Background: an optimization exercise with open tools, aiming at a short achievable clock period and few clock cycles per item. Do not read the settings as production practice.
Only simulation tests tie the RTL to the original design; equivalence was not proved.
No activity file was given, so power comes from the tool's default toggle rates.

$ cat flow/run.sh
#!/bin/bash
# Layout flow: the standard flow, with the ports placed by flow/pins.tcl
# (sourced at the end of floorplan as ORFS's IO_CONSTRAINTS) instead of by
# the pin placer. Each step's output goes to its own log in this folder.
set -euo pipefail
bash standard.sh synth > run_synth.log 2>&1
bash standard.sh IO_CONSTRAINTS="$PWD/flow/pins.tcl" floorplan > run_floorplan.log 2>&1
bash standard.sh finish > run_finish.log 2>&1
$ cat flow/pins.tcl
# Pin placement for matmul_engine: the ports of each result element (its
# c_i, m_o and flags_o bits) sit together on the die edge, so its cell can be
# placed by its pins. Elements go round the die row by row; each row's a_col_i
# byte and one b_row_i byte sit in the middle of the row's stretch.
set block [ord::get_db_block]
set dbu [[$block getTech] getDbUnitsPerMicron]
set die [$block getDieArea]
set W [expr {double([$die xMax]) / $dbu}]
set H [expr {double([$die yMax]) / $dbu}]

proc pe_pins {i j} {
    set e [expr {$i * 8 + $j}]
    set l {}
    for {set b 0} {$b < 16} {incr b} {
        set k [expr {$e * 16 + $b}]
        lappend l "c_i\[$k\]" "m_o\[$k\]"
    }
    lappend l "flags_o\[$e\]"
    return $l
}

set names {clk_i rst_i start_i mode_i op_valid_i op_ready_o busy_o done_o}
for {set b 0} {$b < 4} {incr b} { lappend names "beat_cnt_o\[$b\]" }
for {set i 0} {$i < 8} {incr i} {
    for {set j 0} {$j < 4} {incr j} { set names [concat $names [pe_pins $i $j]] }
    for {set b 0} {$b < 8} {incr b} { lappend names "a_col_i\[[expr {$i * 8 + $b}]\]" }
    for {set b 0} {$b < 8} {incr b} { lappend names "b_row_i\[[expr {$i * 8 + $b}]\]" }
    for {set j 4} {$j < 8} {incr j} { set names [concat $names [pe_pins $i $j]] }
}

set n [llength $names]
set m 6.0
set eb [expr {$W - 2 * $m}]
set er [expr {$H - 2 * $m}]
set len [expr {2 * $eb + 2 * $er}]
set k 0
foreach name $names {
    set p [expr {($k + 0.5) * $len / $n}]
    if {$p < $eb} {
        set x [expr {$m + $p}]; set y 0.0; set layer met2
    } elseif {$p < $eb + $er} {
        set x $W; set y [expr {$m + $p - $eb}]; set layer met3
    } elseif {$p < 2 * $eb + $er} {
        set x [expr {$W - $m - ($p - $eb - $er)}]; set y $H; set layer met2
    } else {
        set x 0.0; set y [expr {$H - $m - ($p - 2 * $eb - $er)}]; set layer met3
    }
    place_pin -pin_name $name -layer $layer -location [list $x $y] -force_to_die_boundary
    incr k
}
puts "placed $k pins"
$ cat standard.sh
#!/bin/bash
# synth_recipe.tcl (not shown) runs the flow's synth.tcl, then flattens the netlist and writes it again
# the make line also repeats each setting of config.mk as NAME=value (left out here)
make -C /OpenROAD-flow-scripts/flow DESIGN_CONFIG=/design/flow/config.mk WORK_HOME=/design/flow/orfs CLKGATE_MAP_FILE= SYNTH_SCRIPT=/design/flow/synth_recipe.tcl "${@:-finish}"
$ cat config.mk
export PLATFORM = sky130hd
export DESIGN_NAME = matmul_engine
export DESIGN_NICKNAME = matmul_engine
export VERILOG_FILES = /design/flow/design.v
export SDC_FILE = /design/flow/constraint.sdc
export NUM_CORES = 4
export LEC_CHECK = 0
export ABC_CLOCK_PERIOD_IN_PS = 100
export CAP_MARGIN = 20
export CORE_MARGIN = 2
export CORE_UTILIZATION = 40
export PLACE_DENSITY = 0.6
export SETUP_SLACK_MARGIN = 3.7
export SLEW_MARGIN = 20
$ cat constraint.sdc
create_clock -name core_clock -period 6.5 [get_ports {clk_i}]
set_input_delay 1.3000 -clock core_clock [delete_from_list [all_inputs] [get_ports {clk_i}]]
set_output_delay 1.3000 -clock core_clock [all_outputs]
set_load 0.01 [all_outputs]
$ cat design.v
package matmul_pkg;
    localparam int DEF_DATA_WIDTH = 8;
    localparam int DEF_BUS_WIDTH  = 16;
    localparam int DEF_DIM        = 8;
endpackage
module pe_sat (
    input  logic        clk_i,
    input  logic        rst_i,
    input  logic        load_i,      
    input  logic [15:0] init_i,      
    input  logic [7:0]  a_i,
    input  logic [7:0]  b_i,
    input  logic        acc_en_i,    
    output logic [15:0] acc_o,
    output logic        flag_o
);
    logic [15:0] acc_q;
    logic        flag_q;
    wire [8:0] bx = {b_i, 1'b0};
    wire m_0 = bx[1] ^ bx[0];
    wire m_1 = (bx[2] & ~bx[1] & ~bx[0]) | (~bx[2] & bx[1] & bx[0]);
    wire m_2 = bx[2] & ~(bx[1] & bx[0]);
    wire m_3 = (m_0 & a_i[0]) ^ m_2;
    wire m_4 = ((m_0 & a_i[1]) | (m_1 & a_i[0])) ^ m_2;
    wire m_5 = ((m_0 & a_i[2]) | (m_1 & a_i[1])) ^ m_2;
    wire m_6 = ((m_0 & a_i[3]) | (m_1 & a_i[2])) ^ m_2;
    wire m_7 = ((m_0 & a_i[4]) | (m_1 & a_i[3])) ^ m_2;
    wire m_8 = ((m_0 & a_i[5]) | (m_1 & a_i[4])) ^ m_2;
    wire m_9 = ((m_0 & a_i[6]) | (m_1 & a_i[5])) ^ m_2;
    wire m_10 = ((m_0 & a_i[7]) | (m_1 & a_i[6])) ^ m_2;
    wire m_11 = ((m_0 & a_i[7]) | (m_1 & a_i[7])) ^ m_2;
    wire m_12 = ~(((m_0 & a_i[7]) | (m_1 & a_i[7])) ^ m_2);
    wire m_13 = bx[3] ^ bx[2];
    wire m_14 = (bx[4] & ~bx[3] & ~bx[2]) | (~bx[4] & bx[3] & bx[2]);
    wire m_15 = bx[4] & ~(bx[3] & bx[2]);
    wire m_16 = (m_13 & a_i[0]) ^ m_15;
    wire m_17 = ((m_13 & a_i[1]) | (m_14 & a_i[0])) ^ m_15;
    wire m_18 = ((m_13 & a_i[2]) | (m_14 & a_i[1])) ^ m_15;
    wire m_19 = ((m_13 & a_i[3]) | (m_14 & a_i[2])) ^ m_15;
    wire m_20 = ((m_13 & a_i[4]) | (m_14 & a_i[3])) ^ m_15;
    wire m_21 = ((m_13 & a_i[5]) | (m_14 & a_i[4])) ^ m_15;
    wire m_22 = ((m_13 & a_i[6]) | (m_14 & a_i[5])) ^ m_15;
    wire m_23 = ((m_13 & a_i[7]) | (m_14 & a_i[6])) ^ m_15;
    wire m_24 = ((m_13 & a_i[7]) | (m_14 & a_i[7])) ^ m_15;
    wire m_25 = ~(((m_13 & a_i[7]) | (m_14 & a_i[7])) ^ m_15);
    wire m_26 = bx[5] ^ bx[4];
    wire m_27 = (bx[6] & ~bx[5] & ~bx[4]) | (~bx[6] & bx[5] & bx[4]);
    wire m_28 = bx[6] & ~(bx[5] & bx[4]);
    wire m_29 = (m_26 & a_i[0]) ^ m_28;
    wire m_30 = ((m_26 & a_i[1]) | (m_27 & a_i[0])) ^ m_28;
    wire m_31 = ((m_26 & a_i[2]) | (m_27 & a_i[1])) ^ m_28;
    wire m_32 = ((m_26 & a_i[3]) | (m_27 & a_i[2])) ^ m_28;
    wire m_33 = ((m_26 & a_i[4]) | (m_27 & a_i[3])) ^ m_28;
    wire m_34 = ((m_26 & a_i[5]) | (m_27 & a_i[4])) ^ m_28;
    wire m_35 = ((m_26 & a_i[6]) | (m_27 & a_i[5])) ^ m_28;
    wire m_36 = ((m_26 & a_i[7]) | (m_27 & a_i[6])) ^ m_28;
    wire m_37 = ((m_26 & a_i[7]) | (m_27 & a_i[7])) ^ m_28;
    wire m_38 = ~(((m_26 & a_i[7]) | (m_27 & a_i[7])) ^ m_28);
    wire m_39 = bx[7] ^ bx[6];
    wire m_40 = (bx[8] & ~bx[7] & ~bx[6]) | (~bx[8] & bx[7] & bx[6]);
    wire m_41 = bx[8] & ~(bx[7] & bx[6]);
    wire m_42 = (m_39 & a_i[0]) ^ m_41;
    wire m_43 = ((m_39 & a_i[1]) | (m_40 & a_i[0])) ^ m_41;
    wire m_44 = ((m_39 & a_i[2]) | (m_40 & a_i[1])) ^ m_41;
    wire m_45 = ((m_39 & a_i[3]) | (m_40 & a_i[2])) ^ m_41;
    wire m_46 = ((m_39 & a_i[4]) | (m_40 & a_i[3])) ^ m_41;
    wire m_47 = ((m_39 & a_i[5]) | (m_40 & a_i[4])) ^ m_41;
    wire m_48 = ((m_39 & a_i[6]) | (m_40 & a_i[5])) ^ m_41;
    wire m_49 = ((m_39 & a_i[7]) | (m_40 & a_i[6])) ^ m_41;
    wire m_50 = ((m_39 & a_i[7]) | (m_40 & a_i[7])) ^ m_41;
    wire m_51 = ~(((m_39 & a_i[7]) | (m_40 & a_i[7])) ^ m_41);
    wire m_52 = m_2 ^ m_3;
    wire m_53 = m_2 & m_3;
    wire m_54 = m_41 ^ m_9;
    wire m_55 = m_41 & m_9;
    wire m_56 = m_10 ^ m_21;
    wire m_57 = m_10 & m_21;
    wire m_58 = m_11 ^ m_22;
    wire m_59 = m_11 & m_22;
    wire m_60 = m_12 ^ m_23 ^ m_34;
    wire m_61 = (m_12 & m_23) | (m_12 & m_34) | (m_23 & m_34);
    wire m_62 = m_24 ^ m_35;
    wire m_63 = m_24 & m_35;
    wire m_64 = m_28 ^ m_7;
    wire m_65 = m_28 & m_7;
    wire m_66 = m_8 ^ m_19;
    wire m_67 = m_8 & m_19;
    wire m_68 = m_54 ^ m_20 ^ m_31;
    wire m_69 = (m_54 & m_20) | (m_54 & m_31) | (m_20 & m_31);
    wire m_70 = m_55 ^ m_56 ^ m_32;
    wire m_71 = (m_55 & m_56) | (m_55 & m_32) | (m_56 & m_32);
    wire m_72 = m_57 ^ m_58 ^ m_33;
    wire m_73 = (m_57 & m_58) | (m_57 & m_33) | (m_58 & m_33);
    wire m_74 = m_59 ^ m_60 ^ m_45;
    wire m_75 = (m_59 & m_60) | (m_59 & m_45) | (m_60 & m_45);
    wire m_76 = m_61 ^ m_62 ^ m_46;
    wire m_77 = (m_61 & m_62) | (m_61 & m_46) | (m_62 & m_46);
    wire m_78 = m_63 ^ m_25 ^ m_36;
    wire m_79 = (m_63 & m_25) | (m_63 & m_36) | (m_25 & m_36);
    wire m_80 = m_37 ^ m_48;
    wire m_81 = m_37 & m_48;
    wire m_82 = m_15 ^ m_5;
    wire m_83 = m_15 & m_5;
    wire m_84 = m_6 ^ m_17;
    wire m_85 = m_6 & m_17;
    wire m_86 = m_64 ^ m_18 ^ m_29;
    wire m_87 = (m_64 & m_18) | (m_64 & m_29) | (m_18 & m_29);
    wire m_88 = m_65 ^ m_66 ^ m_30;
    wire m_89 = (m_65 & m_66) | (m_65 & m_30) | (m_66 & m_30);
    wire m_90 = m_67 ^ m_68 ^ m_42;
    wire m_91 = (m_67 & m_68) | (m_67 & m_42) | (m_68 & m_42);
    wire m_92 = m_69 ^ m_70 ^ m_43;
    wire m_93 = (m_69 & m_70) | (m_69 & m_43) | (m_70 & m_43);
    wire m_94 = m_71 ^ m_72 ^ m_44;
    wire m_95 = (m_71 & m_72) | (m_71 & m_44) | (m_72 & m_44);
    wire m_96 = m_73 ^ m_74 ^ 1'b1;
    wire m_97 = (m_73 & m_74) | (m_73 & 1'b1) | (m_74 & 1'b1);
    wire m_98 = m_75 ^ m_76 ^ 1'b1;
    wire m_99 = (m_75 & m_76) | (m_75 & 1'b1) | (m_76 & 1'b1);
    wire m_100 = m_77 ^ m_78 ^ m_47;
    wire m_101 = (m_77 & m_78) | (m_77 & m_47) | (m_78 & m_47);
    wire m_102 = m_79 ^ m_80 ^ 1'b1;
    wire m_103 = (m_79 & m_80) | (m_79 & 1'b1) | (m_80 & 1'b1);
    wire m_104 = m_81 ^ m_38 ^ m_49;
    wire m_105 = (m_81 & m_38) | (m_81 & m_49) | (m_38 & m_49);
    wire m_106 = m_50 ^ 1'b1;
    wire m_107 = m_50 & 1'b1;
    wire [15:0] row_x = {m_107, m_105, m_103, m_101, m_99, m_97, m_95, m_93, m_91, m_89, m_87, m_85, m_83, m_82, m_4, m_52};
    wire [15:0] row_y = {m_51, m_106, m_104, m_102, m_100, m_98, m_96, m_94, m_92, m_90, m_88, m_86, m_84, m_16, m_53, 1'b0};
    wire p_neg = (a_i[7] ^ b_i[7]) & (|a_i) & (|b_i);
    wire p_nz  = (|a_i) & (|b_i);
    logic [15:0] px_q, py_q, p_q;
    logic        pneg_q, pneg2_q;
    always_ff @(posedge clk_i) begin
        px_q    <= row_x;
        py_q    <= row_y;
        pneg_q  <= p_neg;
        p_q     <= px_q + py_q;
        pneg2_q <= pneg_q;
    end
    wire [15:0] sum = acc_q + p_q;
    wire        overflow = ~(acc_q[15] ^ pneg2_q) & (sum[15] ^ acc_q[15]);
    always_ff @(posedge clk_i) begin
        if (rst_i) begin
            acc_q  <= '0;
            flag_q <= 1'b0;
        end else if (load_i) begin
            acc_q  <= init_i;
            flag_q <= 1'b0;
        end else if (acc_en_i) begin
            if (overflow) begin
                acc_q  <= acc_q[15] ? 16'h8000 : 16'h7fff;
                flag_q <= 1'b1;
            end else begin
                acc_q  <= sum;
            end
        end
    end
    logic [15:0] res_q;
    logic        rflag_q;
    always_ff @(posedge clk_i) begin
        if (rst_i) begin
            res_q   <= '0;
            rflag_q <= 1'b0;
        end else if (acc_en_i) begin
            if (overflow) begin
                res_q   <= acc_q[15] ? 16'h8000 : 16'h7fff;
                rflag_q <= 1'b1;
            end else begin
                res_q   <= sum;
                rflag_q <= flag_q;
            end
        end
    end
    assign acc_o  = res_q;
    assign flag_o = rflag_q;
endmodule
module matmul_engine
#(
    parameter int DATA_WIDTH = matmul_pkg::DEF_DATA_WIDTH,
    parameter int BUS_WIDTH  = matmul_pkg::DEF_BUS_WIDTH,
    parameter int DIM        = matmul_pkg::DEF_DIM
) (
    input  logic                          clk_i,
    input  logic                          rst_i,
    input  logic                          start_i,
    input  logic                          mode_i,
    input  logic [DIM*DATA_WIDTH-1:0]     a_col_i,
    input  logic [DIM*DATA_WIDTH-1:0]     b_row_i,
    input  logic                          op_valid_i,
    output logic                          op_ready_o,
    input  logic [DIM*DIM*BUS_WIDTH-1:0]  c_i,
    output logic [DIM*DIM*BUS_WIDTH-1:0]  m_o,
    output logic [DIM*DIM-1:0]            flags_o,
    output logic                          busy_o,
    output logic                          done_o,
    output logic [$clog2(DIM+1)-1:0]      beat_cnt_o
);
    localparam int CW = $clog2(DIM + 1);
    logic          busy_q, done_q, ready_q;
    logic [CW-1:0] beat_cnt_q;
    logic          v1_q, last1_q, v2_q, last2_q;
    logic          load_q, mode_q;
    logic [DIM*DIM*BUS_WIDTH-1:0] c_q;
    logic start_ok, accept;
    assign start_ok = start_i && !busy_q;
    assign accept   = op_valid_i && ready_q;
    always_ff @(posedge clk_i) begin
        if (rst_i) begin
            busy_q     <= 1'b0;
            done_q     <= 1'b0;
            ready_q    <= 1'b0;
            beat_cnt_q <= '0;
            v1_q       <= 1'b0;
            last1_q    <= 1'b0;
            v2_q       <= 1'b0;
            last2_q    <= 1'b0;
            load_q     <= 1'b0;
        end else begin
            load_q  <= start_ok;
            v1_q    <= accept;
            last1_q <= accept && (beat_cnt_q == CW'(DIM - 1));
            v2_q    <= v1_q;
            last2_q <= last1_q;
            done_q  <= last2_q;
            if (start_ok) begin
                busy_q     <= 1'b1;
                ready_q    <= 1'b1;
                beat_cnt_q <= '0;
            end else begin
                if (accept) begin
                    beat_cnt_q <= beat_cnt_q + CW'(1);
                    if (beat_cnt_q == CW'(DIM - 1)) ready_q <= 1'b0;
                end
                if (last2_q) busy_q <= 1'b0;
            end
        end
    end
    always_ff @(posedge clk_i) begin
        c_q    <= c_i;
        mode_q <= mode_i;
    end
    assign op_ready_o = ready_q;
    assign busy_o     = busy_q;
    assign done_o     = done_q;
    assign beat_cnt_o = beat_cnt_q;
    for (genvar i = 0; i < DIM; i++) begin : g_row
        for (genvar j = 0; j < DIM; j++) begin : g_col
            pe_sat u_pe (
                .clk_i    (clk_i),
                .rst_i    (rst_i),
                .load_i   (load_q),
                .init_i   (mode_q ? c_q[(i*DIM+j)*BUS_WIDTH +: BUS_WIDTH] : 16'd0),
                .a_i      (a_col_i[i*DATA_WIDTH +: DATA_WIDTH]),
                .b_i      (b_row_i[j*DATA_WIDTH +: DATA_WIDTH]),
                .acc_en_i (v2_q),
                .acc_o    (m_o[(i*DIM+j)*BUS_WIDTH +: BUS_WIDTH]),
                .flag_o   (flags_o[i*DIM+j])
            );
        end
    end
endmodule
==> out/metrics.cfg, run 1 <==
[clocking]
clock_sinks=6285
ctsLongestPathBuffers=4
h-tree-depth=6
clk_pin_slew_worst_paths_ns=0.06
insertion_delay_ns=1.19
cts_buffers=706
cts_tree=yes
ctsHoldBuffers=0
cts_root_buf=clkbuf_16

[floorplan]
dieArea_um2=828000
die_x_um=910
std_cell_rows=332
ios=0
core-area_um2=818000
initial_core_util_pct=40.2
die_y_um=910

[sta]
fin_crit_ns=3.10
setup_viol=0
finalMaxSlewViolations=6
fin_crit_sh_pct=47.7
fmax_mhz=322
rsz0062_at_grt=true
skew_ns=0.0948
layout_setup_ws_ns=3.40
finalSetupTns_ns=0
slew_headroom_pct=-3.68
tightest_slew_ns=1.54
finalHoldViolations=0

[placement]
place_hpwl_um=1040000
routabilityCongestion=0.943
port_buffers=2251
post-place-ws_ns=1.08

[route]
drt-wirelength-per-cell_um=32.6
postRouteAntennaNets=0
drc_errors=0
drtIter0Drc=32300
wl_um=1630000
vias=296000
routed_via_density=5.91
drt_pass1_iterations=6

[finish]
layout_commonest_cell=dfxtp_1
most-common-layout-cells=dfxtp_1, xnor2_1, ha_1
layout.nets=43300
area_growth_pct=35.5
fillers=70900
layout-drive-gt1-share_pct=29.1

[setup_path]
crit_path_top_delay_cell=or4b_4
critPathMostFrequentCell=a21o_1
path_cells=ha_4 > a21o_1 > a21o_1 > a2111oi_4 > nor3_4 > or4b_4 > a311oi_4 > buf_6 > nand2b_4 > a21oi_4 > a211oi_2
r2r_slack_ns=3.40
critPathLaunch=g_row[7].g_col[0].u_pe.p_q[1]$_DFF_P_
critPathRequiredTime_ns=7.56
path_buf_inv=1
rr_startpoint=g_row[7].g_col[0].u_pe.p_q[1]$_DFF_P_
critPathKind=flop to flop
crit_family=compound AO/OA/AOI/OAI gates
endpoint_kind=flop
crit_end=g_row[7].g_col[0].u_pe.acc_q[5]$_SDFFE_PP0P_
r2r-end=g_row[7].g_col[0].u_pe.acc_q[5]$_SDFFE_PP0P_
crit_fanout=8
slowest_delay_ns=0.57
rr_worst_depth=11
crit_cells=11
cp-start-kind=flop
crit_arrival_ns=4.16

[power]
ir_worst_vdd_mv=0.359
powerDensity_nw_per_um2=428
finalPower_mw=190
leakage_nw=181

[worst_hold_path]
hp-class=flop to flop
worstHoldPathCells=0

[logic_synthesis]
synth_seq_cells=6285
ys.flop_type=dfxtp_1
syn_area_um2=328000
synth.yosys.seq_area_share_pct=38.3
yosys_warnings=2
synth_async_sr_flop_share_pct=0
synth_edf_count=0
syn-num-nets=39900
syn_inst=35000
syn_area_per_cell_um2=9.37
ys_types=121

[flow_run]
cap_violations=1

[status]
status=failed layout checks
check.faults=capacitance limit, slew limit

[global_routing]
grt_pass1_wl_um=2160000
grt_usage_pct=36.5
overflow=0
grt_max_degree=205
grt_pass1_vias=280000
grt_antenna_before_repair=288

Yosys cell counts, types with 73 or more instances:
library cell     n  area, um2
o21a_1         181       1360
mux2i_1        107       1070
a22oi_1       1705      12800
and3_1         267       1670
ha_1          2833      35400
a22o_1         163       1430
o211ai_1       182       1370
buf_1          293       1100
clkbuf_1      1793       6730
inv_1         2135       8010
mux2_2          78        878
a211o_1        121       1060
a31oi_1        181       1130
nand3_1        519       2600
nor2_1        2182       8190
a311oi_1       101        885
o221ai_1       133       1160
o22ai_1        192       1200
nand2b_1       213       1330
a21boi_0       133        998
nor3_1        1093       5470
or3_1          290       1810
a41oi_1         75        657
fa_1           896      17900
dfxtp_1       6285     126000
buf_4           73        548
xnor2_1       3181      27900
o41ai_1         86        753
a211oi_1       801       6010
or2_2          179       1120
xor2_1         831       7280
nand2_1       1921       7210
nor2b_1        312       1950
o21ai_0       1194       5980
a21o_1         402       3020
a21oi_1       2520      12600
a2111oi_0      261       2290
what timing repair did:
action,in CTS,in global routing
pin swaps,899,1474
gates resized for setup,9945,3015
setup buffers,1128,744
gates cloned,137,66
setup endpoints to repair,4793,3632
final cells by class:
cell class | count | area (um2) | share of cell area, %
inverters | 2165 | 8480 | 1.91
multi-input cells | 24400 | 216000 | 48.5
repair buffers | 4820 | 53000 | 11.9
repair inverters | 29 | 354 | 0.0796
diodes | 204 | 510 | 0.115
flip-flops and latches | 6285 | 128000 | 28.8
clock buffers | 956 | 20000 | 4.49
well taps | 10900 | 13600 | 3.05
clock inverters | 320 | 5090 | 1.14
state kept, by name, indices dropped and copies added, names as in the netlist, 4 cells and up:
| register | count |
|---|---|
| g_row.g_col.u_pe.acc_q | 1024 |
| c_q | 1024 |
| g_row.g_col.u_pe.pneg_q | 64 |
| g_row.g_col.u_pe.py_q | 896 |
| g_row.g_col.u_pe.px_q | 1024 |
| g_row.g_col.u_pe.flag_q | 64 |
| g_row.g_col.u_pe.rflag_q | 64 |
| g_row.g_col.u_pe.pneg2_q | 64 |
| g_row.g_col.u_pe.p_q | 1024 |
| beat_cnt_q | 4 |
| g_row.g_col.u_pe.res_q | 1024 |
metrics by stage:
stage          instances  hold slack, ns  util (%)  area (um2)
2_1_floorplan      35000           0.310         -      343000
3_3_place_gp       46500           0.313      45.2      369000
3_5_place_dp       46500           0.312      45.2      370000
4_1_cts            49000           0.276      51.7      423000
5_1_grt            49900           0.279      54.4      444000
6_report           50000           0.276      54.4      445000
routing by layer:
| layer | share of wire [%] | track usage [%] | vias to the layer above |
|---|---|---|---|
| li1 | - | - | 130000 |
| met1 | 39 | 46.4 | 145000 |
| met2 | 42 | 53.7 | 16600 |
| met3 | 11 | 10.9 | 3967 |
| met4 | 8.0 | 23.8 | 156 |
| met5 | 0.11 | 0 | - |
how the worst min path moves through the flow:
| stage | from | end | slack, ns |
|---|---|---|---|
| after floorplan | g_row[0].g_col[0].u_pe.px_q[0]$_DFF_P_ | g_row[0].g_col[0].u_pe.p_q[0]$_DFF_P_ | 0.31 |
| after detailed placement | g_row[7].g_col[1].u_pe.px_q[0]$_DFF_P_ | g_row[7].g_col[1].u_pe.p_q[0]$_DFF_P_ | 0.31 |
| after CTS | g_row[3].g_col[4].u_pe.px_q[0]$_DFF_P_ | g_row[3].g_col[4].u_pe.p_q[0]$_DFF_P_ | 0.28 |
| final | g_row[3].g_col[4].u_pe.px_q[0]$_DFF_P_ | g_row[3].g_col[4].u_pe.p_q[0]$_DFF_P_ | 0.28 |
| after global routing | g_row[3].g_col[4].u_pe.px_q[0]$_DFF_P_ | g_row[3].g_col[4].u_pe.p_q[0]$_DFF_P_ | 0.28 |
| after global placement | g_row[5].g_col[2].u_pe.pneg_q$_DFF_P_ | g_row[5].g_col[2].u_pe.pneg2_q$_DFF_P_ | 0.31 |
logic make-up (layout without fill, tap and decap cells):
| group | after synthesis | count (layout) | synth area share (%) |
|---|---|---|---|
| adder cells (fa/ha/maj) | 3793 | 3793 | 16.5 |
| AND/OR/NAND/NOR | 7363 | 7395 | 10.4 |
| buffers and inverters | 4387 | 8290 | 5.13 |
| multiplexers | 185 | 185 | 0.594 |
| XOR/XNOR | 4013 | 4013 | 10.7 |
| flip-flops | 6285 | 6285 | 38.3 |
| other | 0 | 204 | 0 |
| AO/OA/AOI/OAI | 9010 | 9021 | 18.4 |
report_power, final:
group	internal, mW	switching, mW
Combinational	36.7	54.9
Clock	25.1	18.2
Sequential	47.8	7.48
worst reg2reg max path: stages, from the launching register on:
cell and delay [ns]:
dfxtp_4 0.37, ha_4 0.24, a21o_1 0.17, a21o_1 0.21, a2111oi_4 0.39, nor3_4 0.09, or4b_4 0.57, a311oi_4 0.26
buf_6 0.21, nand2b_4 0.22, a21oi_4 0.06, a211oi_2 0.22
Testbench counts, summed over its fixed seeds: cycles 17,608, items 1,600.
==> run 2: changes to the inputs <==
--- a/design.v
+++ b/design.v
@@ -10,7 +10,7 @@
     input  logic [15:0] init_i,      
     input  logic [7:0]  a_i,
     input  logic [7:0]  b_i,
-    input  logic        acc_en_i,    
+    input  logic        pv_i,        
     output logic [15:0] acc_o,
     output logic        flag_o
 );
@@ -135,11 +135,19 @@
         px_q    <= row_x;
         py_q    <= row_y;
         pneg_q  <= p_neg;
-        p_q     <= px_q + py_q;
-        pneg2_q <= pneg_q;
+    end
+    always_ff @(posedge clk_i) begin
+        if (rst_i || !pv_i) begin
+            p_q     <= '0;
+            pneg2_q <= 1'b0;
+        end else begin
+            p_q     <= px_q + py_q;
+            pneg2_q <= pneg_q;
+        end
     end
     wire [15:0] sum = acc_q + p_q;
     wire        overflow = ~(acc_q[15] ^ pneg2_q) & (sum[15] ^ acc_q[15]);
+    wire [15:0] sat_sum = overflow ? (acc_q[15] ? 16'h8000 : 16'h7fff) : sum;
     always_ff @(posedge clk_i) begin
         if (rst_i) begin
             acc_q  <= '0;
@@ -147,13 +155,9 @@
         end else if (load_i) begin
             acc_q  <= init_i;
             flag_q <= 1'b0;
-        end else if (acc_en_i) begin
-            if (overflow) begin
-                acc_q  <= acc_q[15] ? 16'h8000 : 16'h7fff;
-                flag_q <= 1'b1;
-            end else begin
-                acc_q  <= sum;
-            end
+        end else begin
+            acc_q  <= sat_sum;
+            flag_q <= flag_q | overflow;
         end
     end
     logic [15:0] res_q;
@@ -162,14 +166,9 @@
         if (rst_i) begin
             res_q   <= '0;
             rflag_q <= 1'b0;
-        end else if (acc_en_i) begin
-            if (overflow) begin
-                res_q   <= acc_q[15] ? 16'h8000 : 16'h7fff;
-                rflag_q <= 1'b1;
-            end else begin
-                res_q   <= sum;
-                rflag_q <= flag_q;
-            end
+        end else begin
+            res_q   <= sat_sum;
+            rflag_q <= flag_q | overflow;
         end
     end
     assign acc_o  = res_q;
@@ -199,7 +198,7 @@
     localparam int CW = $clog2(DIM + 1);
     logic          busy_q, done_q, ready_q;
     logic [CW-1:0] beat_cnt_q;
-    logic          v1_q, last1_q, v2_q, last2_q;
+    logic          v1_q, last1_q, last2_q;
     logic          load_q, mode_q;
     logic [DIM*DIM*BUS_WIDTH-1:0] c_q;
     logic start_ok, accept;
@@ -213,14 +212,12 @@
             beat_cnt_q <= '0;
             v1_q       <= 1'b0;
             last1_q    <= 1'b0;
-            v2_q       <= 1'b0;
             last2_q    <= 1'b0;
             load_q     <= 1'b0;
         end else begin
             load_q  <= start_ok;
             v1_q    <= accept;
             last1_q <= accept && (beat_cnt_q == CW'(DIM - 1));
-            v2_q    <= v1_q;
             last2_q <= last1_q;
             done_q  <= last2_q;
             if (start_ok) begin
@@ -253,7 +250,7 @@
                 .init_i   (mode_q ? c_q[(i*DIM+j)*BUS_WIDTH +: BUS_WIDTH] : 16'd0),
                 .a_i      (a_col_i[i*DATA_WIDTH +: DATA_WIDTH]),
                 .b_i      (b_row_i[j*DATA_WIDTH +: DATA_WIDTH]),
-                .acc_en_i (v2_q),
+                .pv_i     (v1_q),
                 .acc_o    (m_o[(i*DIM+j)*BUS_WIDTH +: BUS_WIDTH]),
                 .flag_o   (flags_o[i*DIM+j])
             );
--- a/flow/pins.tcl
+++ b/flow/pins.tcl
@@ -19,9 +19,14 @@
     return $l
 }
 
-set names {clk_i rst_i start_i mode_i op_valid_i op_ready_o busy_o done_o}
-for {set b 0} {$b < 4} {incr b} { lappend names "beat_cnt_o\[$b\]" }
+# The control ports, the clock among them, go between the first two rows'
+# stretches (the middle of the bottom edge), so the clock enters near the
+# middle of a side.
+set ctrl {rst_i start_i mode_i op_valid_i op_ready_o busy_o clk_i done_o}
+for {set b 0} {$b < 4} {incr b} { lappend ctrl "beat_cnt_o\[$b\]" }
+set names {}
 for {set i 0} {$i < 8} {incr i} {
+    if {$i == 1} { set names [concat $names $ctrl] }
     for {set j 0} {$j < 4} {incr j} { set names [concat $names [pe_pins $i $j]] }
     for {set b 0} {$b < 8} {incr b} { lappend names "a_col_i\[[expr {$i * 8 + $b}]\]" }
     for {set b 0} {$b < 8} {incr b} { lappend names "b_row_i\[[expr {$i * 8 + $b}]\]" }
--- a/config.mk
+++ b/config.mk
@@ -8,7 +8,7 @@
 export ABC_CLOCK_PERIOD_IN_PS = 100
 export CAP_MARGIN = 20
 export CORE_MARGIN = 2
-export CORE_UTILIZATION = 40
+export CORE_UTILIZATION = 45
 export PLACE_DENSITY = 0.6
 export SETUP_SLACK_MARGIN = 3.7
 export SLEW_MARGIN = 20
==> run 2 against run 1 <==
Now clean on timing, DRC and antenna; clock power fell by 2%; final area fell by 6.7%; clock-buffer cell count rose by 7; worst hold slack improved by 0.14 ns; global-route usage rose by 1.1 points.
==> out/metrics.cfg, run 2 <==
[sta]
slew_headroom_pct=20.4  ; +24 points
layout_setup_ws_ns=3.53  ; +0.131 ns
finalHoldViolations=0  ; unchanged
skew_ns=0.0514  ; -0.0434 ns
finalMaxSlewViolations=0  ; -6
finalSetupTns_ns=0  ; unchanged
fin_crit_ns=2.97  ; -0.131 ns
rsz0062_at_grt=true
fmax_mhz=337  ; +4.4%
fin_crit_sh_pct=45.7  ; -2.0 points
setup_viol=0  ; unchanged
tightest_slew_ns=1.19  ; -0.354 ns

[logic_synthesis]
ys_types=105  ; -13%
yosysTopAreaCellShare_pct=38.6  ; +0.32 points
ys_top_cells_by_area=dfxtp_1, ha_1, xnor2_1
post-synth-top-count-cell=dfxtp_1
syn_area_um2=326000  ; -0.85%
synth_edf_count=0  ; unchanged
synth_async_sr_flop_share_pct=0  ; unchanged
syn-num-nets=39900  ; -0.13%
synth_commonest_cells=dfxtp_1, ha_1, a21oi_1
syn_area_per_cell_um2=9.30  ; -0.71%
yosys.area.top_type=dfxtp_1
syn_inst=35000  ; -0.15%
ys.flop_type=dfxtp_1
yosys_warnings=2  ; unchanged
synth_seq_cells=6284  ; -0.016%
synth.yosys.seq_area_share_pct=38.6  ; +0.32 points

[worst_hold_path]
hold_end=g_row[5].g_col[5].u_pe.acc_q[0]$_SDFF_PP0_
worstHoldPathCells=2  ; +2
holdCritStartpoint=c_q[720]$_DFF_P_
hp-class=flop to flop

[route]
drt_pass1_iterations=9  ; +3
routed_via_density=5.88  ; -0.40%
drtIter0Drc=29400  ; -8.8%
wl_um=1480000  ; -9.6%
drc_errors=0  ; unchanged
vias=280000  ; -5.2%
drt-wirelength-per-cell_um=31.0  ; -5.0%
postRouteAntennaNets=0  ; unchanged

[floorplan]
std_cell_rows=312  ; -6.0%
ios=0  ; unchanged
die_x_um=855  ; -6.1%
initial_core_util_pct=45.1  ; +5.0 points
die_y_um=855  ; -6.1%
dieArea_um2=730000  ; -12%
core-area_um2=721000  ; -12%

[global_routing]
grt_pass1_vias=266000  ; -4.7%
grt_max_degree=147  ; -28%
gr-usage-met3_pct=10.6  ; -0.29 points
grt_use_met1_pct=47.8  ; +1.5 points
grt_pass1_wl_um=1980000  ; -8.2%
grtUsageMet2_pct=55.9  ; +2.2 points
grt_usage_pct=37.6  ; +1.1 points
grt_antenna_before_repair=233  ; -19%
busiest_layer=met2
overflow=0  ; unchanged

[finish]
fillers=62000  ; -12%
layout_commonest_cell=dfxtp_1
layout-drive-gt1-share_pct=21.3  ; -7.8 points
most-common-layout-cells=dfxtp_1, a21oi_1, ha_1
seq_area_um2=127000  ; -0.73%
area_growth_pct=27.5
final_util_pct=57.5  ; +3.1 points
layout.nets=42200  ; -2.5%
multi_input_area_um2=204000  ; -5.6%

[setup_path]
critPathKind=input pin to flop
cp-start-kind=input pin
rr_worst_depth=11  ; unchanged
rr_startpoint=g_row[6].g_col[1].u_pe.py_q[1]$_DFF_P_
critPathRequiredTime_ns=7.54  ; -0.02 ns
crit_arrival_ns=4.01  ; -0.15 ns
crit_fanout=11  ; +3
r2r-end=g_row[6].g_col[1].u_pe.p_q[15]$_SDFF_PP0_
endpoint_kind=flop
r2r_slack_ns=3.53  ; +0.13 ns

[clocking]
cts_buffers=696  ; -1.4%
ctsLongestPathBuffers=4  ; unchanged
h-tree-depth=6  ; unchanged
clock_sinks=6284  ; -0.016%
cts_tree=yes
clk_pin_slew_worst_paths_ns=0.06  ; about the same
insertion_delay_ns=1.19  ; about the same
cts_root_buf=clkbuf_16

[placement]
port_buffers=2251  ; unchanged
routabilityCongestion=0.928  ; -1.7%
post-place-ws_ns=1.31  ; +0.235 ns
place_hpwl_um=950000  ; -8.5%

[status]
status=no timing/DRC/antenna violations

[power]
ir_worst_vdd_mv=0.327  ; -8.9%
finalPower_mw=163  ; -14%
leakage_nw=175  ; -3.3%
powerDensity_nw_per_um2=393  ; -8.0%

[flow_run]
cap_violations=0  ; -1

## run 2: routing by layer
layer / wire, um / part of all wire [%]
met1: 579000 / 39
met2: 616000 / 42
met3: 162000 / 11
met4: 119000 / 8.1
met5: 1240 / 0.084
## run 2: cells by family after synthesis
family | Yosys count | synth area share [%]
AOI/OAI and AO/OA | 8895 | 17.5
and+or+nand+nor | 8000 | 11.3
adders and majority gates | 3793 | 16.6
xor gates and xnor gates | 3906 | 10.5
DFF | 6284 | 38.6
buffers and inverters | 3839 | 4.57
muxes | 268 | 0.854
## run 2: worst max-delay path, cell delays in order
cell     delay, ns
buf_4         0.38
nand2_1       0.19
o21ai_4       0.12
buf_12        0.20
buf_16        0.20
buf_16        0.23
or2_4         0.75
nand2_1       0.20
xnor2_1       0.24
inv_1         0.06
## run 2: power by group
| group | switching (mW) | total [mW] | leakage [nW] | internal [mW] |
|---|---|---|---|---|
| Sequential | 3.81 | 50.4 | 52.5 | 46.5 |
| Combinational | 43.5 | 70.5 | 111 | 27.0 |
| Clock | 17.7 | 42.5 | 11.9 | 24.7 |
| Total | 65.0 | 163 | 175 | 98.2 |
## run 2: what timing repair did
| action | CTS | global route |
|---|---|---|
| pin swaps | 306 | 580 |
| setup endpoints to repair | 4676 | 3455 |
| buffers inserted | 469 | 294 |
| gates cloned | 101 | 43 |
| hold buffers | 0 | 0 |
| resized for setup | 7578 | 2005 |
## run 2: metrics by stage
stage / instance area [um2] / hold WS, ns / cells
global placement: 364000 / 0.408 / 45300
CTS: 403000 / 0.415 / 47200
detailed placement: 365000 / 0.403 / 45300
finish: 415000 / 0.417 / 47600
global route: 415000 / 0.423 / 47500
floorplan: 339000 / 0.392 / 35000
## run 2: area by class of cell
class,count,area share [%]
repair inverters,29,0.0714
multi-input cells,24900,49.0
flip-flops and latches,6284,30.7
diodes,139,0.0838
clock buffers,963,4.77
inverters,1906,1.81
repair buffers,3534,9.56
well taps,9577,2.89
clock inverters,321,1.13
## run 2: how the worst max path moves through the flow
| stage | start | endpoint | slack (ns) | depth (start not counted) |
|---|---|---|---|---|
| 6_report | b_row_i[39] | g_row[7].g_col[4].u_pe.py_q[14]$_DFF_P_ | 3.53 | 10 |
| 3_5_place_dp | b_row_i[19] | g_row[5].g_col[2].u_pe.py_q[6]$_DFF_P_ | 1.31 | 7 |
| 5_1_grt | g_row[5].g_col[1].u_pe.res_q[11]$_SDFF_PP0_ | m_o[667] | 3.50 | 1 |
| 4_1_cts | g_row[5].g_col[1].u_pe.res_q[11]$_SDFF_PP0_ | m_o[667] | 3.45 | 1 |
| 2_1_floorplan | b_row_i[11] | g_row[2].g_col[1].u_pe.py_q[9]$_DFF_P_ | 2.89 | 10 |
| 3_3_place_gp | b_row_i[11] | g_row[4].g_col[1].u_pe.py_q[8]$_DFF_P_ | 1.39 | 10 |
Testbench counts of run 2, summed over its fixed seeds: cycles 17,608, items 1,600.
==> run 3: changes to the inputs <==
--- a/config.mk
+++ b/config.mk
@@ -6,9 +6,9 @@
 export NUM_CORES = 4
 export LEC_CHECK = 0
 export ABC_CLOCK_PERIOD_IN_PS = 100
-export CAP_MARGIN = 20
+export CAP_MARGIN = 40
 export CORE_MARGIN = 2
 export CORE_UTILIZATION = 45
 export PLACE_DENSITY = 0.6
 export SETUP_SLACK_MARGIN = 3.7
-export SLEW_MARGIN = 20
+export SLEW_MARGIN = 40
==> run 3 against run 2 <==
Routed wire length grew 0.48%; via count grew 0.47%; worst hold slack lost 0.0073 ns; critical path type unchanged; sequential share of layout area shrank 0.15 points; cell count grew 0.38%; combinational power grew 0.7%; power shrank 0.14%; core utilization grew 0.28 points; still clean; sequential power is essentially flat; non-clock buffer count grew 170.
==> out/metrics.cfg, run 3 <==
[clocking]
cts_buffers=695  ; -0.14%
cts_root_buf=clkbuf_16
clock_sinks=6284  ; unchanged
cts_tree=yes
insertion_delay_ns=1.17  ; -0.02 ns
ctsLongestPathBuffers=4  ; unchanged
h-tree-depth=6  ; unchanged
clk_pin_slew_worst_paths_ns=0.06  ; about the same

[placement]
dp.cells=45300  ; +0.049%
placed_area_um2=365000  ; +0.22%
port_buffers=2251  ; unchanged
routabilityCongestion=0.928  ; unchanged
place_hpwl_um=958000  ; +0.85%

[setup_path]
slowest_delay_ns=0.42  ; -0.33 ns
critPathRequiredTime_ns=7.52  ; -0.02 ns
path_cells=buf_12 > inv_16 > and3_4 > buf_12 > buf_12 > buf_16 > nand2_1 > o221ai_1
critPathMostFrequentCell=buf_12
cp-start-kind=input pin
crit_arrival_ns=4.00  ; about the same
crit_path_top_delay_cell=and3_4
critPathKind=input pin to flop
endpoint_kind=flop
crit_fanout=128  ; +117

[finish]
fillers=62000  ; -0.10%
finalNonFillerCells=47800  ; +0.38%
seq_area_um2=127000  ; about the same
design_area_um2=417000  ; +0.48%
layout.nets=42400  ; +0.41%
most-common-layout-cells=dfxtp_1, a21oi_1, ha_1
area_growth_pct=28.1
layout-drive-gt1-share_pct=21.8  ; +0.48 points
multi_input_area_um2=204000  ; +0.16%
layout_commonest_cell=dfxtp_1

[sta]
setup_viol=0  ; unchanged
fin_crit_sh_pct=45.9  ; +0.20 points
finalSetupTns_ns=0  ; unchanged
skew_ns=0.0473  ; -0.00404 ns
fin_crit_ns=2.98  ; +0.0128 ns
fmax_mhz=335  ; -0.43%
finalHoldViolations=0  ; unchanged
tightest_slew_ns=1.14  ; -0.0529 ns
finalMaxSlewViolations=0  ; unchanged
slew_headroom_pct=24.2  ; +3.8 points
rsz0062_at_grt=true

[route]
drt-wirelength-per-cell_um=31.0  ; +0.11%
wl_um=1480000  ; +0.48%
drt_pass1_iterations=8  ; -1
postRouteAntennaNets=0  ; unchanged
drtIter0Drc=29900  ; +1.8%
drc_errors=0  ; unchanged
vias=282000  ; +0.47%
routed_via_density=5.89  ; about the same

[floorplan]
die_x_um=855  ; unchanged
dieArea_um2=730000  ; unchanged
initial_core_util_pct=45.1  ; unchanged
ios=0  ; unchanged
core-area_um2=721000  ; unchanged
die_y_um=855  ; unchanged
std_cell_rows=312  ; unchanged

[logic_synthesis]
synth_seq_cells=6284  ; unchanged
synth.yosys.seq_area_share_pct=38.6  ; unchanged
syn_inst=35000  ; unchanged
yosys.area.top_type=dfxtp_1
ys_types=105  ; unchanged
syn-num-nets=39900  ; unchanged
yosysTopAreaCellShare_pct=38.6  ; unchanged
syn_area_um2=326000  ; unchanged
post-synth-top-count-cell=dfxtp_1
syn_area_per_cell_um2=9.30  ; unchanged
synth_edf_count=0  ; unchanged
synth_commonest_cells=dfxtp_1, ha_1, a21oi_1
ys_top_cells_by_area=dfxtp_1, ha_1, xnor2_1
yosys_warnings=2  ; unchanged
synth_async_sr_flop_share_pct=0  ; unchanged
ys.flop_type=dfxtp_1

[power]
pwr-share-comb_pct=43.5  ; +0.3 points
swShare_pct=40.0  ; +0.21 points
ir_worst_vdd_mv=0.386  ; +18%
internal-power_mw=97.8  ; -0.49%
pwr-share-clk_pct=25.6  ; -0.4 points
seq_power_share_pct=30.9  ; about the same
powerDensity_nw_per_um2=391  ; -0.62%
leakage_nw=176  ; +0.58%
power_switching_mw=65.3  ; +0.39%
finalPower_mw=163  ; -0.14%

[global_routing]
grt_pass1_vias=267000  ; +0.17%
overflow=0  ; unchanged
grt_max_degree=147  ; unchanged
grt_pass1_wl_um=1990000  ; +0.20%
grt_antenna_before_repair=247  ; +6.0%
grt_usage_pct=37.7  ; +0.087 points

[flow_run]
cap_violations=0  ; unchanged

[status]
status=no timing/DRC/antenna violations

[worst_hold_path]
hp-class=flop to flop

==> run 3: changes by cell type in the layout (fill, tap and decap cells not counted), sizes merged, moves of 2 or more <==
cell,delta
buf,+160
diode,+21
bufinv,-19
clkbuf,-14
clkinv,+11
clkinvlp,+11
bufbuf,+9
inv,-4
dlygate4sd2,-2
dlymetal6s2s,+2
==> run 3: what timing repair did <==
item,CTS,global route
setup buffers,528,366
endpoints found under the hold margin,0,0
gates resized for setup,7586,2057
pin swaps,316,658
hold buffers,0,0
cloned,109,52
setup endpoints to repair,4505,3563
==> run 3: cells by family (layout without fill, tap and decap cells) <==
group           after synthesis  after routing  synth area share [%]
simple gates               8000           8010                  11.3
buf+inv                    3839           6905                  4.57
compound gates             8895           8907                  17.5
xor+xnor                   3906           3906                  10.5
fa+ha+maj                  3793           3793                  16.6
other cells                   0            160                     0
flops                      6284           6284                  38.6
mux                         268            268                 0.854
==> run 3: worst paths after layout <==
kind                                     startpoint                                          to  slack, ns  cells past startpoint
max                                           rst_i  g_row[4].g_col[6].u_pe.acc_q[6]$_SDFF_PP0_       3.52                      8
min          g_row[4].g_col[5].u_pe.px_q[0]$_DFF_P_    g_row[4].g_col[5].u_pe.p_q[0]$_SDFF_PP0_       0.41                      1
max reg2reg  g_row[6].g_col[1].u_pe.py_q[1]$_DFF_P_   g_row[6].g_col[1].u_pe.p_q[15]$_SDFF_PP0_       3.57                     11
min reg2reg  g_row[4].g_col[5].u_pe.px_q[0]$_DFF_P_    g_row[4].g_col[5].u_pe.p_q[0]$_SDFF_PP0_       0.41                      1
==> run 3: layout make-up <==
| class | count | share of cell area (%) |
|---|---|---|
| Timing Repair inverter | 25 | 0.0678 |
| Clock inverter | 324 | 1.02 |
| Sequential cell | 6284 | 30.5 |
| Antenna cell | 160 | 0.0960 |
| Inverter | 1906 | 1.80 |
| Tap cell | 9577 | 2.87 |
| Timing Repair Buffer | 3704 | 10.0 |
| Multi-Input combinational cell | 24900 | 48.9 |
| Clock buffer | 946 | 4.74 |
==> run 3: metrics by stage <==
stage / hold WS [ns] / utilization (%) / setup WS, ns
finish: 0.409 / 57.8 / 3.52
global route: 0.429 / 57.8 / 3.51
detailed placement: 0.398 / 50.6 / 1.33
CTS: 0.409 / 56.0 / 3.46
floorplan: 0.392 / - / 2.89
global placement: 0.408 / 50.5 / 1.39
==> run 3: worst max-delay path, delay by kind of cell <==
family	cells	cell delay [ns]
AO/OA/AOI/OAI	1	0.19
buffers and inverters	5	1.26
AND/OR/NAND/NOR	2	0.64
==> run 3: per-layer routing <==
metal	up-vias	GRT usage (%)	routed length (um)
li1	126000	-	-
met1	137000	47.5	581000
met2	15000	55.7	619000
met3	3798	11.5	165000
met4	170	24.4	118000
met5	-	0.210	1700
==> run 3: power by group through the flow <==
stage	Combinational [mW]	Sequential (mW)	Clock (mW)
finish	71.0	50.4	41.8
detailed placement	61.7	50.4	0
floorplan	38.7	49.6	0
global route	75.4	50.8	43.6
global placement	60.9	50.6	0
CTS	65.7	50.2	42.1

## afterwards: timing with drivers on the ports
In the flow no input, the clock included, has a driving cell. The finished layouts below were timed again as built, in two steps. Step 1 (the two cells are an assumption about what drives the block):
set clk [get_ports {clk_i}]
set_driving_cell -lib_cell sky130_fd_sc_hd__clkbuf_16 $clk
set_driving_cell -lib_cell sky130_fd_sc_hd__buf_2 [delete_from_list [all_inputs] $clk]
Step 2 times the ports against the registers' clock, not the clock port: input delays grow and output delays shrink by t, the midpoint of the rising clock arrivals with the driver on. a / b / c = ideal / step 1 / step 2; a / b = the first two.
run	shift t [ns]	setup WS [ns]	hold slack, ns	cell pins on the clock port's net
run 1	1.303	3.399 / 3.237 / 1.934	0.276 / 0.276 / 0.276	1
run 2	1.254	3.530 / 3.266 / 2.012	0.417 / 0.417 / 0.417	1
run 3	1.254	3.517 / 3.223 / 1.969	0.409 / 0.409 / 0.409	1
For run 3, which loses most, drivers alone change the setup slack by -0.294 ns; drivers and shift together by -1.548 ns.
